What follows belongs to an exercise in optimizing a design on an open flow for small area, a short achievable clock period and few clock cycles per item; a production flow would make more cautious choices. The RTL was checked by simulation tests, not by an equivalence proof against the original design.

==> build 4: inputs <==
// real_mul_arbiter
module real_mul_arbiter #(
  parameter  int N_REQ = 4,
  localparam int ID_W  = $clog2(N_REQ)
) (
  input  logic                  clk,
  input  logic                  rst,
  input  logic [N_REQ-1:0]      req_valid,
  output logic [N_REQ-1:0]      req_ready,
  input  logic [real_mul_arbiter_pkg::OP_W*N_REQ-1:0] req_op1,
  input  logic [real_mul_arbiter_pkg::OP_W*N_REQ-1:0] req_op2,
  output logic                  rsp_valid,
  input  logic                  rsp_ready,
  output logic [ID_W-1:0]       rsp_id,
  output logic [real_mul_arbiter_pkg::OP_W-1:0] rsp_result,
  output logic                  busy,
  output logic [real_mul_arbiter_pkg::CNT_W-1:0] ops_done
);
Settings: LEC_CHECK=0, CAP_MARGIN=20, CORE_MARGIN=2, CORE_UTILIZATION=40, CTS_BUF_LIST=sky130_fd_sc_hd__clkbuf_4 sky130_fd_sc_hd__clkbuf_8, SETUP_SLACK_MARGIN=5.0, SLEW_MARGIN=20; clock period 10.5 ns.
standard.sh (not shown) runs the stock make flow with config.mk's settings and CLKGATE_MAP_FILE= SYNTH_SCRIPT=/design/flow/synth_recipe.tcl, a recipe that flattens the netlist after the stock synthesis.
==> flow/flow/run.sh <==
#!/bin/bash
# The standard layout (the standard.sh, unchanged synthesis and steps), except that the
# port buffers that global placement inserts on every input and output are plain buf_1 cells
# instead of the delay cells buffer_ports picks by default.
set -euo pipefail
export BUFFER_PORTS_ARGS="-buffer_cell sky130_fd_sc_hd__buf_1"
bash standard.sh > standard_flow.log 2>&1
==> trial 91 (differences from build 4) <==
==> flow/flow/run.sh (replaced) <==
#!/bin/bash
# The standard layout (the standard.sh, unchanged synthesis and steps), except that:
# - the port buffers that global placement inserts on every input and output are plain
#   buf_1 cells instead of the delay cells buffer_ports picks by default;
set -euo pipefail
export BUFFER_PORTS_ARGS="-buffer_cell sky130_fd_sc_hd__buf_1"
export SETUP_SLACK_MARGIN=6.2
bash standard.sh > standard_flow.log 2>&1
SETUP_SLACK_MARGIN = unset   (was 5.0)
==> results.toml <==
[global_route]
gr-usage-met2_pct = 41.5
antenna_found_initial = 10

[layout]
multi_input_gates = 3419

[route]
route.met3.wl_um = 15200

[run_status]
status = "complete, no violations"

[clock_tree]
post-cts-setup-buffers = 0

[placement]
placed_cell_area_um2 = 51300
gp_congestion = 0.903

[worst_setup_path]
rrSetupSlack_ns = 5.24
[end of results for build 4]
==> results.toml <==
[global_route]
gr-usage-met2_pct = 44.3
antenna_found_initial = 15

[route]
route.met3.wl_um = 19100

[layout]
multi_input_gates = 3422

[placement]
placed_cell_area_um2 = 51400
gp_congestion = 0.935

[run_status]
status = "complete, no violations"

[clock_tree]
clkLatencyLatePin_ns = 0.73
post-cts-setup-buffers = 112
cts_sinks = 401
[end of results for trial 91]
Testbench counts of build 4, summed over its fixed seeds: cycles 3,224, items 3,200.
Testbench counts of trial 91, summed over its fixed seeds: cycles 3,224, items 3,200.

==> trial 61 <==
Starting RTL as in the previous note.
clock: 10.5 ns
lec_check: 0
cap_margin: 20
core_margin: 2
core_utilization: 55
cts_buf_list: sky130_fd_sc_hd__clkbuf_4 sky130_fd_sc_hd__clkbuf_8
slew_margin: 20
==> flow/flow/run.sh <==
#!/bin/bash
# The standard layout (the standard.sh, unchanged synthesis and steps), except that:
# - the port buffers that global placement inserts on every input and output are plain
#   buf_1 cells instead of the delay cells buffer_ports picks by default;
set -euo pipefail
export BUFFER_PORTS_ARGS="-buffer_cell sky130_fd_sc_hd__buf_1"
export SETUP_SLACK_MARGIN=5.6
bash standard.sh > standard_flow.log 2>&1
==> inputs of build 73, as changes to trial 61 <==
--- a/flow/flow/run.sh
+++ b/flow/flow/run.sh
@@ -4,5 +4,5 @@
 #   buf_1 cells instead of the delay cells buffer_ports picks by default;
 set -euo pipefail
 export BUFFER_PORTS_ARGS="-buffer_cell sky130_fd_sc_hd__buf_1"
-export SETUP_SLACK_MARGIN=5.6
+export SETUP_SLACK_MARGIN=5.8
 bash standard.sh > standard_flow.log 2>&1
Settings changed: CORE_UTILIZATION 55 to 40.
==> results.cfg <==
[global_routing]
use_met2_pct = 56.4

[cells_and_area]
final_core_util_pct = 62.5

[worst_setup_path]
crit_path_end = req_ready[0]

[placement]
place_ws_ps = 4490

[floorplanning]
die-area_sq_mm = 0.0887

[outcome]
status = no timing/DRC/antenna violations
the above is filed under trial 61

==> results.cfg <==
[route]
met2_length_um = 77100
drt_iter0_drc = 3623

[placement]
place_ws_ps = 4590

[global_routing]
use_met2_pct = 42.6

[cells_and_area]
final_core_util_pct = 46.9
n_clock_buffer = 100
largest_register_ffs = 158

[outcome]
status = no timing/DRC/antenna violations

[synthesis]
ys_warn_count = 2

[floorplanning]
die-area_sq_mm = 0.121

[worst_setup_path]
crit_path_end = req_ready[2]
reg2reg_from = cs_q[80]
the above is filed under build 73

Testbench counts of trial 61, summed over its fixed seeds: cycles 3,224, items 3,200.
Testbench counts of build 73, summed over its fixed seeds: cycles 3,224, items 3,200.

## port drivers added, routing unchanged
The flow's constraints put no driver on any port. The routed layouts listed below were extracted and timed again, unchanged, in two steps.
Step 1, drivers: a clkbuf_16 drives clk and a buf_2 each remaining input, both assumed.
Step 2 times the ports against the registers' clock, not the clock port: input delays grow and output delays shrink by t, the midpoint of the rising clock arrivals with the driver on.
Three values: ideal, step 1, step 2; two values: the first two.
run | t, ns | slack for setup (ns) | clock arrival spread, ns
build 4 | 0.813 | 5.149 / 5.123 / 5.123 | 0.075 / 0.076
trial 91 | 0.766 | 5.447 / 5.374 / 5.374 | 0.061 / 0.061
trial 61 | 0.762 | 5.512 / 5.472 / 5.151 | 0.047 / 0.048
build 73 | 0.786 | 5.531 / 5.487 / 5.334 | 0.086 / 0.086
After both steps every run listed still meets setup and hold. The setup slack of trial 61, which loses most, moves by -0.040 ns with the drivers and by -0.361 ns with both steps.
